Background: an optimization exercise with open tools, aiming at small area. Do not read the settings as production practice. The RTL was checked by simulation tests, not by an equivalence proof against the original design. Power is estimated from default activity; no workload was simulated.

==> inputs of run M <==
==> flow/design.v <==
module multicycle_datapath (
    input  logic        CLK,
    input  logic        reset,
    output logic        mem_req,
    output logic        mem_we,
    output logic [31:0] mem_addr,
    output logic [31:0] mem_wdata,
    input  logic [31:0] mem_rdata,
    input  logic        mem_ready,
    output logic [31:0] pc,
    output logic        retire,
    output logic        illegal
);
    localparam logic [3:0] C_ADD = 4'd0, C_SUB = 4'd1, C_AND = 4'd2, C_OR = 4'd3,
                           C_SLT = 4'd4, C_ADDI = 4'd5, C_LW = 4'd6, C_SW = 4'd7,
                           C_BEQ = 4'd8, C_J = 4'd9, C_ILL = 4'd10;
    localparam logic [2:0] S_START = 3'd0, S_FETCH = 3'd1, S_ALIGN = 3'd2, S_P1 = 3'd3,
                           S_P2 = 3'd4, S_MEM = 3'd5, S_WB = 3'd6, S_RET = 3'd7;
    logic [2:0]        st;
    logic [3:0]        ph;
    logic              clr;
    logic [31:1][31:0] rf;      
    logic [31:0]       pcr;     
    logic [31:0]       xr;      
    logic [31:0]       yr;      
    logic [4:0]        rsel, rtsel;
    logic [3:0]        cls;
    logic              c_alu, c_pc, flag;
    logic [1:0]        prev;
    logic [3:0] dcls;
    always_comb begin
        case (mem_rdata[31:26])
            6'h00: case (mem_rdata[5:0])
                6'h20:   dcls = C_ADD;
                6'h22:   dcls = C_SUB;
                6'h24:   dcls = C_AND;
                6'h25:   dcls = C_OR;
                6'h2A:   dcls = C_SLT;
                default: dcls = C_ILL;
            endcase
            6'h08:   dcls = C_ADDI;
            6'h23:   dcls = C_LW;
            6'h2B:   dcls = C_SW;
            6'h04:   dcls = C_BEQ;
            6'h02:   dcls = C_J;
            default: dcls = C_ILL;
        endcase
    end
    logic is_r, is_imm, is_mem;
    assign is_mem = (cls == C_LW) || (cls == C_SW);
    assign is_r   = (cls == C_ADD) || (cls == C_SUB) || (cls == C_AND) || (cls == C_OR) ||
                    (cls == C_SLT);
    assign is_imm = (cls == C_ADDI) || (cls == C_LW) || (cls == C_SW);
    logic [31:0][1:0] heads;
    always_comb begin
        heads[0] = 2'b00;
        for (int r = 1; r < 32; r++) heads[r] = rf[r][1:0];
    end
    logic [1:0] hA, hB, pch, ydig, immd, off2, alu_b_raw, alu_a, alu_b, bb, sum, res, pcinc;
    logic       sub, cin, c1, c2, pcc1, pcc2, pcin;
    assign hA   = heads[rsel];
    assign hB   = heads[rtsel];
    assign pch  = pcr[1:0];
    assign ydig = yr[2*ph +: 2];
    assign immd = ph[3] ? {prev[1], prev[1]} : ydig;
    always_comb begin
        if (ph == 4'd0)         off2 = 2'b00;
        else if (cls == C_J)    off2 = (ph <= 4'd13) ? prev : pch;
        else                    off2 = prev;
    end
    assign alu_a     = (st == S_P2) ? pch : hA;
    assign alu_b_raw = (st == S_P2) ? (flag ? off2 : 2'b00) : (is_imm ? immd : hB);
    assign sub       = (st != S_P2) && ((cls == C_SUB) || (cls == C_SLT));
    assign bb        = sub ? ~alu_b_raw : alu_b_raw;
    assign cin       = (ph == 4'd0) ? sub : c_alu;
    assign {c1, sum[0]} = alu_a[0] + bb[0] + cin;
    assign {c2, sum[1]} = alu_a[1] + bb[1] + c1;
    always_comb begin
        case (cls)
            C_AND:   res = alu_a & alu_b_raw;
            C_OR:    res = alu_a | alu_b_raw;
            default: res = sum;
        endcase
    end
    assign alu_b = alu_b_raw;
    assign pcin = (ph == 4'd0) ? 1'b0 : c_pc;
    assign {pcc1, pcinc[0]} = pch[0] + (ph == 4'd1) + pcin;
    assign {pcc2, pcinc[1]} = pch[1] + pcc1;
    logic       pcwe, xwe, ywe, rfwe;
    logic [1:0] pcwd, xwd, rfwd;
    logic [4:0] wsel;
    assign pcwe = clr || (st == S_P1) || ((st == S_P2) && ((cls == C_BEQ) || (cls == C_J)));
    always_comb begin
        if (clr)                 pcwd = 2'b00;
        else if (st == S_P1)     pcwd = pcinc;
        else if (cls == C_J)     pcwd = off2;
        else                     pcwd = sum;
    end
    assign xwe = (st == S_P1) || (st == S_WB) ||
                 ((st == S_P2) && ((cls == C_BEQ) || (cls == C_J)));
    always_comb begin
        if (st == S_WB)                              xwd = pch;
        else if ((st == S_P1) && is_mem)             xwd = sum;
        else if (st == S_P1)                         xwd = pcinc;
        else if (cls == C_J)                         xwd = off2;
        else                                         xwd = sum;
    end
    assign ywe = (st == S_P1) && (cls == C_SW);
    assign rfwe = ((st == S_P1) && ((cls == C_ADD) || (cls == C_SUB) || (cls == C_AND) ||
                                    (cls == C_OR) || (cls == C_ADDI))) ||
                  ((st == S_P2) && (cls == C_SLT)) ||
                  ((st == S_WB) && (cls == C_LW));
    assign wsel = is_r ? yr[15:11] : rtsel;
    always_comb begin
        if (clr)               rfwd = 2'b00;
        else if (st == S_WB)   rfwd = ydig;
        else if (st == S_P2)   rfwd = {1'b0, (ph == 4'd0) && flag};
        else                   rfwd = res;
    end
    always_ff @(posedge CLK) begin
        for (int r = 1; r < 32; r++) begin
            rf[r][29:0]  <= rf[r][31:2];
            rf[r][31:30] <= (clr || (rfwe && (wsel == 5'(r)))) ? rfwd : rf[r][1:0];
        end
        pcr[29:0]  <= pcr[31:2];
        pcr[31:30] <= pcwe ? pcwd : pcr[1:0];
    end
    logic fetch_done, load_done;
    assign fetch_done = (st == S_FETCH) && mem_ready;
    assign load_done  = (st == S_MEM) && mem_ready && (cls == C_LW);
    always_ff @(posedge CLK or negedge reset) begin
        if (!reset) begin
            xr <= '0;
        end else begin
            for (int k = 0; k < 16; k++)
                if (xwe && (ph == 4'(k))) xr[2*k +: 2] <= xwd;
        end
    end
    always_ff @(posedge CLK) begin
        if (fetch_done || load_done) yr <= mem_rdata;
        else
            for (int k = 0; k < 16; k++)
                if (ywe && (ph == 4'(k))) yr[2*k +: 2] <= hB;
        if (fetch_done) begin
            rsel  <= mem_rdata[25:21];
            rtsel <= mem_rdata[20:16];
            cls   <= dcls;
        end else if ((st == S_MEM) && mem_ready) begin
            rsel  <= {1'b0, ph};    
        end
        c_alu <= c2;
        c_pc  <= pcc2;
        prev  <= (cls == C_J) ? ydig : immd;
        if (st == S_P1) begin
            if (cls == C_BEQ)
                flag <= ((ph == 4'd0) || flag) && (hA == hB);
            else if (ph == 4'd15)
                flag <= (alu_a[1] ^ alu_b[1]) ? alu_a[1] : sum[1];
        end
    end
    always_ff @(posedge CLK or negedge reset) begin
        if (!reset) begin
            st    <= S_START;
            ph    <= 4'd0;
            clr   <= 1'b1;
        end else begin
            ph    <= ph + 4'd1;
            if (ph == 4'd15) clr <= 1'b0;
            case (st)
                S_START: st <= S_FETCH;
                S_FETCH: if (mem_ready) st <= (ph == 4'd15) ? S_P1 : S_ALIGN;
                S_ALIGN: if (ph == 4'd15) st <= S_P1;
                S_P1: if (ph == 4'd15) begin
                    case (cls)
                        C_SLT, C_BEQ, C_J: st <= S_P2;
                        C_LW, C_SW:        st <= S_MEM;
                        default:           st <= S_RET;
                    endcase
                end
                S_P2: if (ph == 4'd15) st <= (cls == C_SLT) ? S_RET : S_FETCH;
                S_MEM: if (mem_ready) st <= S_WB;
                S_WB: if (ph == rsel[3:0]) st <= S_RET;
                default: st <= S_FETCH;    
            endcase
        end
    end
    assign mem_req   = (st == S_FETCH) || (st == S_MEM);
    assign mem_we    = (st == S_MEM) && (cls == C_SW);
    assign mem_addr  = xr;
    assign mem_wdata = yr;
    assign pc        = xr;
    assign retire    = ((st == S_RET) && (cls != C_ILL)) ||
                       ((st == S_P2) && (ph == 4'd0) && (cls != C_SLT));
    assign illegal   = (st == S_RET) && (cls == C_ILL);
endmodule
==> flow/flow/run.sh <==
#!/bin/bash
# The standard layout (standard.sh) with three changes:
#  - synthesis maps logic with ABC's &nf area mapper (flow/abc_nf.script) in
#    place of ORFS's abc_area.script; everything else in synth_recipe.tcl is
#    unchanged (same registers, flatten and renaming);
#  - ports get buf_1 buffers;
#  - CTS inserts no dummy loads and uses clusters of up to 16 sinks.
# Tool logs: orfs/logs/... (one per step) and flow_standard.log here.
set -euo pipefail
W=$PWD
{
  echo 'proc abc {args} {'
  echo '  set i [lsearch $args -script]'
  echo "  if {\$i >= 0} { set args [lreplace \$args [expr {\$i+1}] [expr {\$i+1}] $W/flow/abc_nf.script] }"
  echo '  yosys abc {*}$args'
  echo '}'
  cat "$W/synth_recipe.tcl"
} > "$W/my_synth.tcl"
sed "s#SYNTH_SCRIPT=[^ ]*#SYNTH_SCRIPT=$W/my_synth.tcl #" standard.sh > my_standard.sh
export BUFFER_PORTS_ARGS="-buffer_cell sky130_fd_sc_hd__buf_1"
export CTS_ARGS="-sink_clustering_enable -repair_clock_nets -dont_use_dummy_load -sink_clustering_size 16 -sink_clustering_max_diameter 50 -buf_list sky130_fd_sc_hd__clkbuf_8"
bash my_standard.sh > flow_standard.log 2>&1
==> flow/flow/abc_nf.script <==
strash
&get -n
&st
&dch -f
&nf -a -R 1000
&put
topo
==> flow/standard.sh <==
#!/bin/bash
# synth_recipe.tcl (not shown) runs the flow's synth.tcl, then flattens the netlist and writes it again
# the make line also repeats each setting of config.mk as NAME=value (left out here)
make -C /OpenROAD-flow-scripts/flow DESIGN_CONFIG=/design/flow/config.mk WORK_HOME=/design/flow/orfs CLKGATE_MAP_FILE= SYNTH_SCRIPT=/design/flow/synth_recipe.tcl "${@:-finish}"
==> flow/config.mk <==
export PLATFORM = sky130hd
export DESIGN_NAME = multicycle_datapath
export DESIGN_NICKNAME = multicycle_datapath
export VERILOG_FILES = /design/flow/design.v
export SDC_FILE = /design/flow/constraint.sdc
export NUM_CORES = 4
export LEC_CHECK = 0
export ABC_AREA = 1
export CAP_MARGIN = 0
export CORE_MARGIN = 2
export CORE_UTILIZATION = 70
export SLEW_MARGIN = 0
==> flow/constraint.sdc <==
create_clock -name core_clock -period 10.0 [get_ports {CLK}]
set_input_delay 2.0000 -clock core_clock [delete_from_list [all_inputs] [get_ports {CLK}]]
set_output_delay 2.0000 -clock core_clock [all_outputs]
set_load 0.01 [all_outputs]
==> run H: changes against run M <==
==> flow/design.v, changed modules only <==
module multicycle_datapath (
    input  logic        CLK,
    input  logic        reset,
    output logic        mem_req,
    output logic        mem_we,
    output logic [31:0] mem_addr,
    output logic [31:0] mem_wdata,
    input  logic [31:0] mem_rdata,
    input  logic        mem_ready,
    output logic [31:0] pc,
    output logic        retire,
    output logic        illegal
);
    localparam logic [3:0] C_ADD = 4'd0, C_SUB = 4'd1, C_AND = 4'd2, C_OR = 4'd3,
                           C_SLT = 4'd4, C_ADDI = 4'd5, C_LW = 4'd6, C_SW = 4'd7,
                           C_BEQ = 4'd8, C_J = 4'd9, C_ILL = 4'd10;
    localparam logic [2:0] S_START = 3'd0, S_FETCH = 3'd1, S_ALIGN = 3'd2, S_P1 = 3'd3,
                           S_P2 = 3'd4, S_MEM = 3'd5, S_WB = 3'd6;
    logic [2:0]        st;
    logic [3:0]        ph;
    logic              clr;
    logic [31:1][31:0] rf;      
    logic [31:0]       pcr;     
    logic [31:0]       xr;      
    logic [31:0]       yr;      
    logic [4:0]        rsel, rtsel;
    logic              sgn;
    logic [3:0]        cls;
    logic              c_alu, c_pc, flag;
    logic [1:0]        prev;
    logic [3:0]        cnt;
    logic              ret_q, ill_q;
    logic [3:0] dcls;
    always_comb begin
        case (mem_rdata[31:26])
            6'h00: case (mem_rdata[5:0])
                6'h20:   dcls = C_ADD;
                6'h22:   dcls = C_SUB;
                6'h24:   dcls = C_AND;
                6'h25:   dcls = C_OR;
                6'h2A:   dcls = C_SLT;
                default: dcls = C_ILL;
            endcase
            6'h08:   dcls = C_ADDI;
            6'h23:   dcls = C_LW;
            6'h2B:   dcls = C_SW;
            6'h04:   dcls = C_BEQ;
            6'h02:   dcls = C_J;
            default: dcls = C_ILL;
        endcase
    end
    logic is_r, is_imm, is_mem;
    assign is_mem = (cls == C_LW) || (cls == C_SW);
    assign is_r   = (cls == C_ADD) || (cls == C_SUB) || (cls == C_AND) || (cls == C_OR) ||
                    (cls == C_SLT);
    assign is_imm = (cls == C_ADDI) || (cls == C_LW) || (cls == C_SW);
    logic [31:0][1:0] heads;
    always_comb begin
        heads[0] = 2'b00;
        for (int r = 1; r < 32; r++) heads[r] = rf[r][1:0];
    end
    logic [1:0] hA, hB, pch, ydig, immd, off2, alu_b_raw, alu_a, alu_b, bb, sum, res, pcinc;
    logic       sub, cin, c1, c2, pcc1, pcc2, pcin;
    assign hA   = heads[rsel];
    assign hB   = heads[rtsel];
    assign pch  = pcr[1:0];
    assign ydig = yr[2*ph +: 2];
    assign immd = ph[3] ? {sgn, sgn} : ydig;
    always_comb begin
        if (ph == 4'd0)         off2 = 2'b00;
        else if (cls == C_J)    off2 = (ph <= 4'd13) ? prev : pch;
        else                    off2 = (ph <= 4'd8)  ? prev : {sgn, sgn};
    end
    assign alu_a     = (st == S_P2) ? pch : hA;
    assign alu_b_raw = (st == S_P2) ? (flag ? off2 : 2'b00) : (is_imm ? immd : hB);
    assign sub       = (st != S_P2) && ((cls == C_SUB) || (cls == C_SLT));
    assign bb        = sub ? ~alu_b_raw : alu_b_raw;
    assign cin       = (ph == 4'd0) ? sub : c_alu;
    assign {c1, sum[0]} = alu_a[0] + bb[0] + cin;
    assign {c2, sum[1]} = alu_a[1] + bb[1] + c1;
    always_comb begin
        case (cls)
            C_AND:   res = alu_a & alu_b_raw;
            C_OR:    res = alu_a | alu_b_raw;
            default: res = sum;
        endcase
    end
    assign alu_b = alu_b_raw;
    assign pcin = (ph == 4'd0) ? 1'b0 : c_pc;
    assign {pcc1, pcinc[0]} = pch[0] + (ph == 4'd1) + pcin;
    assign {pcc2, pcinc[1]} = pch[1] + pcc1;
    logic       pcwe, xwe, ywe, rfwe;
    logic [1:0] pcwd, xwd, rfwd;
    logic [4:0] wsel;
    assign pcwe = clr || (st == S_P1) || ((st == S_P2) && ((cls == C_BEQ) || (cls == C_J)));
    always_comb begin
        if (clr)                 pcwd = 2'b00;
        else if (st == S_P1)     pcwd = pcinc;
        else if (cls == C_J)     pcwd = off2;
        else                     pcwd = sum;
    end
    assign xwe = (st == S_P1) || (st == S_WB) ||
                 ((st == S_P2) && ((cls == C_BEQ) || (cls == C_J)));
    always_comb begin
        if (st == S_WB)                              xwd = pch;
        else if ((st == S_P1) && is_mem)             xwd = sum;
        else if (st == S_P1)                         xwd = pcinc;
        else if (cls == C_J)                         xwd = off2;
        else                                         xwd = sum;
    end
    assign ywe = (st == S_P1) && (cls == C_SW);
    assign rfwe = ((st == S_P1) && ((cls == C_ADD) || (cls == C_SUB) || (cls == C_AND) ||
                                    (cls == C_OR) || (cls == C_ADDI))) ||
                  ((st == S_P2) && (cls == C_SLT)) ||
                  ((st == S_WB) && (cls == C_LW));
    assign wsel = is_r ? yr[15:11] : rtsel;
    always_comb begin
        if (clr)               rfwd = 2'b00;
        else if (st == S_WB)   rfwd = ydig;
        else if (st == S_P2)   rfwd = {1'b0, (ph == 4'd0) && flag};
        else                   rfwd = res;
    end
    always_ff @(posedge CLK) begin
        for (int r = 1; r < 32; r++) begin
            rf[r][29:0]  <= rf[r][31:2];
            rf[r][31:30] <= (clr || (rfwe && (wsel == 5'(r)))) ? rfwd : rf[r][1:0];
        end
        pcr[29:0]  <= pcr[31:2];
        pcr[31:30] <= pcwe ? pcwd : pcr[1:0];
    end
    logic fetch_done, load_done;
    assign fetch_done = (st == S_FETCH) && mem_ready;
    assign load_done  = (st == S_MEM) && mem_ready && (cls == C_LW);
    always_ff @(posedge CLK or negedge reset) begin
        if (!reset) begin
            xr <= '0;
        end else begin
            for (int k = 0; k < 16; k++)
                if (xwe && (ph == 4'(k))) xr[2*k +: 2] <= xwd;
        end
    end
    always_ff @(posedge CLK) begin
        if (fetch_done || load_done) yr <= mem_rdata;
        else
            for (int k = 0; k < 16; k++)
                if (ywe && (ph == 4'(k))) yr[2*k +: 2] <= hB;
        if (fetch_done) begin
            rsel  <= mem_rdata[25:21];
            rtsel <= mem_rdata[20:16];
            sgn   <= mem_rdata[15];
            cls   <= dcls;
        end
        c_alu <= c2;
        c_pc  <= pcc2;
        prev  <= ydig;
        if (st == S_P1) begin
            if (cls == C_BEQ)
                flag <= ((ph == 4'd0) || flag) && (hA == hB);
            else if (ph == 4'd15)
                flag <= (alu_a[1] ^ alu_b[1]) ? alu_a[1] : sum[1];
        end
        if (st == S_WB) cnt <= cnt + 4'd1;
        else            cnt <= 4'd0;
    end
    always_ff @(posedge CLK or negedge reset) begin
        if (!reset) begin
            st    <= S_START;
            ph    <= 4'd0;
            clr   <= 1'b1;
            ret_q <= 1'b0;
            ill_q <= 1'b0;
        end else begin
            ph    <= ph + 4'd1;
            ret_q <= 1'b0;
            ill_q <= 1'b0;
            if (ph == 4'd15) clr <= 1'b0;
            case (st)
                S_START: st <= S_FETCH;
                S_FETCH: if (mem_ready) st <= (ph == 4'd15) ? S_P1 : S_ALIGN;
                S_ALIGN: if (ph == 4'd15) st <= S_P1;
                S_P1: if (ph == 4'd15) begin
                    case (cls)
                        C_SLT:       st <= S_P2;
                        C_BEQ, C_J:  begin st <= S_P2; ret_q <= 1'b1; end
                        C_LW, C_SW:  st <= S_MEM;
                        C_ILL:       begin st <= S_FETCH; ill_q <= 1'b1; end
                        default:     begin st <= S_FETCH; ret_q <= 1'b1; end
                    endcase
                end
                S_P2: if (ph == 4'd15) begin
                    st <= S_FETCH;
                    if (cls == C_SLT) ret_q <= 1'b1;
                end
                S_MEM: if (mem_ready) st <= S_WB;
                S_WB: if (cnt == 4'd15) begin
                    st    <= S_FETCH;
                    ret_q <= 1'b1;
                end
                default: st <= S_FETCH;
            endcase
        end
    end
    assign mem_req   = (st == S_FETCH) || (st == S_MEM);
    assign mem_we    = (st == S_MEM) && (cls == C_SW);
    assign mem_addr  = xr;
    assign mem_wdata = yr;
    assign pc        = xr;
    assign retire    = ret_q;
    assign illegal   = ill_q;
endmodule
--- a/flow/flow/run.sh
+++ b/flow/flow/run.sh
@@ -18,5 +18,5 @@
 } > "$W/my_synth.tcl"
 sed "s#SYNTH_SCRIPT=[^ ]*#SYNTH_SCRIPT=$W/my_synth.tcl #" standard.sh > my_standard.sh
 export BUFFER_PORTS_ARGS="-buffer_cell sky130_fd_sc_hd__buf_1"
-export CTS_ARGS="-sink_clustering_enable -repair_clock_nets -dont_use_dummy_load -sink_clustering_size 16 -sink_clustering_max_diameter 50 -buf_list sky130_fd_sc_hd__clkbuf_8"
+export CTS_ARGS="-sink_clustering_enable -repair_clock_nets -dont_use_dummy_load -sink_clustering_size 20 -sink_clustering_max_diameter 45 -buf_list sky130_fd_sc_hd__clkbuf_8"
 bash my_standard.sh > flow_standard.log 2>&1
==> flow/flow/abc_nf.script (replaced) <==
strash
&get -n
&st
&dch
&nf -R 1000
&put
topo
CAP_MARGIN = 20   (was 0)
CORE_UTILIZATION = 74   (was 70)
SLEW_MARGIN = 20   (was 0)
==> run G: changes against run M <==
==> flow/design.v, changed modules only <==
module multicycle_datapath (
    input  logic        CLK,
    input  logic        reset,
    output logic        mem_req,
    output logic        mem_we,
    output logic [31:0] mem_addr,
    output logic [31:0] mem_wdata,
    input  logic [31:0] mem_rdata,
    input  logic        mem_ready,
    output logic [31:0] pc,
    output logic        retire,
    output logic        illegal
);
    localparam logic [3:0] C_ADD = 4'd0, C_SUB = 4'd1, C_AND = 4'd2, C_OR = 4'd3,
                           C_SLT = 4'd4, C_ADDI = 4'd5, C_LW = 4'd6, C_SW = 4'd7,
                           C_BEQ = 4'd8, C_J = 4'd9, C_ILL = 4'd10;
    localparam logic [2:0] S_START = 3'd0, S_FETCH = 3'd1, S_ALIGN = 3'd2, S_P1 = 3'd3,
                           S_P2 = 3'd4, S_MEM = 3'd5, S_WB = 3'd6;
    logic [2:0]        st;
    logic [3:0]        ph;
    logic              clr;
    logic [31:1][31:0] rf;      
    logic [31:0]       pcr;     
    logic [31:0]       xr;      
    logic [31:0]       yr;      
    logic [4:0]        rsel, rtsel;
    logic              sgn;
    logic [3:0]        cls;
    logic              c_alu, c_pc, flag;
    logic [1:0]        prev;
    logic [3:0]        cnt;
    logic              ret_q, ill_q;
    logic [3:0] dcls;
    always_comb begin
        case (mem_rdata[31:26])
            6'h00: case (mem_rdata[5:0])
                6'h20:   dcls = C_ADD;
                6'h22:   dcls = C_SUB;
                6'h24:   dcls = C_AND;
                6'h25:   dcls = C_OR;
                6'h2A:   dcls = C_SLT;
                default: dcls = C_ILL;
            endcase
            6'h08:   dcls = C_ADDI;
            6'h23:   dcls = C_LW;
            6'h2B:   dcls = C_SW;
            6'h04:   dcls = C_BEQ;
            6'h02:   dcls = C_J;
            default: dcls = C_ILL;
        endcase
    end
    logic is_r, is_imm, is_mem;
    assign is_mem = (cls == C_LW) || (cls == C_SW);
    assign is_r   = (cls == C_ADD) || (cls == C_SUB) || (cls == C_AND) || (cls == C_OR) ||
                    (cls == C_SLT);
    assign is_imm = (cls == C_ADDI) || (cls == C_LW) || (cls == C_SW);
    logic [31:0][1:0] heads;
    always_comb begin
        heads[0] = 2'b00;
        for (int r = 1; r < 32; r++) heads[r] = rf[r][1:0];
    end
    logic [1:0] hA, hB, pch, ydig, immd, off2, alu_b_raw, alu_a, alu_b, bb, sum, res, pcinc;
    logic       sub, cin, c1, c2, pcc1, pcc2, pcin;
    assign hA   = heads[rsel];
    assign hB   = heads[rtsel];
    assign pch  = pcr[1:0];
    assign ydig = yr[2*ph +: 2];
    assign immd = ph[3] ? {sgn, sgn} : ydig;
    always_comb begin
        if (ph == 4'd0)         off2 = 2'b00;
        else if (cls == C_J)    off2 = (ph <= 4'd13) ? prev : pch;
        else                    off2 = (ph <= 4'd8)  ? prev : {sgn, sgn};
    end
    assign alu_a     = (st == S_P2) ? pch : hA;
    assign alu_b_raw = (st == S_P2) ? (flag ? off2 : 2'b00) : (is_imm ? immd : hB);
    assign sub       = (st != S_P2) && ((cls == C_SUB) || (cls == C_SLT));
    assign bb        = sub ? ~alu_b_raw : alu_b_raw;
    assign cin       = (ph == 4'd0) ? sub : c_alu;
    assign {c1, sum[0]} = alu_a[0] + bb[0] + cin;
    assign {c2, sum[1]} = alu_a[1] + bb[1] + c1;
    always_comb begin
        case (cls)
            C_AND:   res = alu_a & alu_b_raw;
            C_OR:    res = alu_a | alu_b_raw;
            default: res = sum;
        endcase
    end
    assign alu_b = alu_b_raw;
    assign pcin = (ph == 4'd0) ? 1'b0 : c_pc;
    assign {pcc1, pcinc[0]} = pch[0] + (ph == 4'd1) + pcin;
    assign {pcc2, pcinc[1]} = pch[1] + pcc1;
    logic       pcwe, xwe, ywe, rfwe;
    logic [1:0] pcwd, xwd, rfwd;
    logic [4:0] wsel;
    assign pcwe = clr || (st == S_P1) || ((st == S_P2) && ((cls == C_BEQ) || (cls == C_J)));
    always_comb begin
        if (clr)                 pcwd = 2'b00;
        else if (st == S_P1)     pcwd = pcinc;
        else if (cls == C_J)     pcwd = off2;
        else                     pcwd = sum;
    end
    assign xwe = (st == S_P1) || (st == S_WB) ||
                 ((st == S_P2) && ((cls == C_BEQ) || (cls == C_J)));
    always_comb begin
        if (st == S_WB)                              xwd = pch;
        else if ((st == S_P1) && is_mem)             xwd = sum;
        else if (st == S_P1)                         xwd = pcinc;
        else if (cls == C_J)                         xwd = off2;
        else                                         xwd = sum;
    end
    assign ywe = (st == S_P1) && (cls == C_SW);
    assign rfwe = ((st == S_P1) && ((cls == C_ADD) || (cls == C_SUB) || (cls == C_AND) ||
                                    (cls == C_OR) || (cls == C_ADDI))) ||
                  ((st == S_P2) && (cls == C_SLT)) ||
                  ((st == S_WB) && (cls == C_LW));
    assign wsel = is_r ? yr[15:11] : rtsel;
    always_comb begin
        if (clr)               rfwd = 2'b00;
        else if (st == S_WB)   rfwd = ydig;
        else if (st == S_P2)   rfwd = {1'b0, (ph == 4'd0) && flag};
        else                   rfwd = res;
    end
    always_ff @(posedge CLK) begin
        for (int r = 1; r < 32; r++) begin
            rf[r][29:0]  <= rf[r][31:2];
            rf[r][31:30] <= (clr || (rfwe && (wsel == 5'(r)))) ? rfwd : rf[r][1:0];
        end
        pcr[29:0]  <= pcr[31:2];
        pcr[31:30] <= pcwe ? pcwd : pcr[1:0];
    end
    logic fetch_done, load_done;
    assign fetch_done = (st == S_FETCH) && mem_ready;
    assign load_done  = (st == S_MEM) && mem_ready && (cls == C_LW);
    always_ff @(posedge CLK or negedge reset) begin
        if (!reset) begin
            xr <= '0;
        end else begin
            for (int k = 0; k < 16; k++)
                if (xwe && (ph == 4'(k))) xr[2*k +: 2] <= xwd;
        end
    end
    always_ff @(posedge CLK) begin
        if (fetch_done || load_done) yr <= mem_rdata;
        else
            for (int k = 0; k < 16; k++)
                if (ywe && (ph == 4'(k))) yr[2*k +: 2] <= hB;
        if (fetch_done) begin
            rsel  <= mem_rdata[25:21];
            rtsel <= mem_rdata[20:16];
            sgn   <= mem_rdata[15];
            cls   <= dcls;
        end
        c_alu <= c2;
        c_pc  <= pcc2;
        prev  <= ydig;
        if (st == S_P1) begin
            if (cls == C_BEQ)
                flag <= ((ph == 4'd0) || flag) && (hA == hB);
            else if (ph == 4'd15)
                flag <= (alu_a[1] ^ alu_b[1]) ? alu_a[1] : sum[1];
        end
        if (st == S_WB) cnt <= cnt + 4'd1;
        else            cnt <= 4'd0;
    end
    always_ff @(posedge CLK or negedge reset) begin
        if (!reset) begin
            st    <= S_START;
            ph    <= 4'd0;
            clr   <= 1'b1;
            ret_q <= 1'b0;
            ill_q <= 1'b0;
        end else begin
            ph    <= ph + 4'd1;
            ret_q <= 1'b0;
            ill_q <= 1'b0;
            if (ph == 4'd15) clr <= 1'b0;
            case (st)
                S_START: st <= S_FETCH;
                S_FETCH: if (mem_ready) st <= (ph == 4'd15) ? S_P1 : S_ALIGN;
                S_ALIGN: if (ph == 4'd15) st <= S_P1;
                S_P1: if (ph == 4'd15) begin
                    case (cls)
                        C_SLT:       st <= S_P2;
                        C_BEQ, C_J:  begin st <= S_P2; ret_q <= 1'b1; end
                        C_LW, C_SW:  st <= S_MEM;
                        C_ILL:       begin st <= S_FETCH; ill_q <= 1'b1; end
                        default:     begin st <= S_FETCH; ret_q <= 1'b1; end
                    endcase
                end
                S_P2: if (ph == 4'd15) begin
                    st <= S_FETCH;
                    if (cls == C_SLT) ret_q <= 1'b1;
                end
                S_MEM: if (mem_ready) st <= S_WB;
                S_WB: if (cnt == 4'd15) begin
                    st    <= S_FETCH;
                    ret_q <= 1'b1;
                end
                default: st <= S_FETCH;
            endcase
        end
    end
    assign mem_req   = (st == S_FETCH) || (st == S_MEM);
    assign mem_we    = (st == S_MEM) && (cls == C_SW);
    assign mem_addr  = xr;
    assign mem_wdata = yr;
    assign pc        = xr;
    assign retire    = ret_q;
    assign illegal   = ill_q;
endmodule
==> flow/flow/run.sh (replaced) <==
#!/bin/bash
set -euo pipefail
export BUFFER_PORTS_ARGS="-buffer_cell sky130_fd_sc_hd__buf_1"
export CTS_ARGS="-sink_clustering_enable -repair_clock_nets -dont_use_dummy_load -sink_clustering_size 16 -sink_clustering_max_diameter 50 -buf_list sky130_fd_sc_hd__clkbuf_8"
bash standard.sh > flow_standard.log 2>&1
CAP_MARGIN = 20   (was 0)
SLEW_MARGIN = 20   (was 0)
removed: flow/flow/abc_nf.script
==> comparison table <==
	run H	run G	run M
Result of the run	finished clean	finished clean	finished clean
Routed length on met3	4.49 mm	3.37 mm	2.24 mm
Logic inverters	14	174	18
Clock Power Share	24.7%	24.9%	26.8%
Fraction of layout instances using a drive strength above 1	6.45%	6.36%	7.05%
Area of all placed cells without fillers	29,400 um^2	30,300 um^2	29,400 um^2
Endpoint of the worst setup timing path	rf[191]	rf[575]	xr[30]
Maximum number of pins on one net before global-route repair	43	51	41
Min Hold Slack	288 ps	309 ps	292 ps
Unique cell type count in the Yosys netlist	45	51	44
Proportion of cell area occupied by multi-input gates	13.7%	13.9%	13.7%
Critical path buffer and inverter count	2	3	0
Cell total after placement	2,364	2,833	2,393
Cell count after synthesis	1,785	2,252	1,766
Number of antenna violations at the first check in global routing	2	2	0
Via count of the first global-routing pass	14,200	15,400	12,800
Timing-limited maximum frequency	201 MHz	214 MHz	203 MHz
Final Non-Filler Cells	2,442	2,914	2,476
Layout filler cell count	1,711	2,292	2,227
Crit path time final	4980 ps	4680 ps	4930 ps

-- re-timing with driven ports --
The results above use ideal ports. As a check the final layouts listed here were re-extracted and re-timed, cells and wires unchanged. Step 1 (the two cells are an assumption about what drives the block):
set clk [get_ports {CLK}]
set_driving_cell -lib_cell sky130_fd_sc_hd__clkbuf_16 $clk
set_driving_cell -lib_cell sky130_fd_sc_hd__buf_2 [delete_from_list [all_inputs] $clk]
Step 2 moves the port delays by t, midway between the first and last clock arrival at a register: inputs arrive t later, outputs are due t later. That takes back most of the time a late clock gives input paths. Three values: ideal ports, drivers, drivers and shift; two values: the first two.
| run | t, ns | slack for setup (ns) | worst hold slack (ns) | cell pins on the clock port's net |
|---|---|---|---|---|
| run M | 0.670 | 5.067 / 5.067 / 5.067 | 0.292 / 0.292 / 0.292 | 1 |
| run H | 0.665 | 5.017 / 5.017 / 5.017 | 0.288 / 0.288 / 0.288 | 1 |
| run G | 0.691 | 5.317 / 5.317 / 5.317 | 0.309 / 0.309 / 0.309 | 1 |
After both steps setup and hold are still met in every run listed.
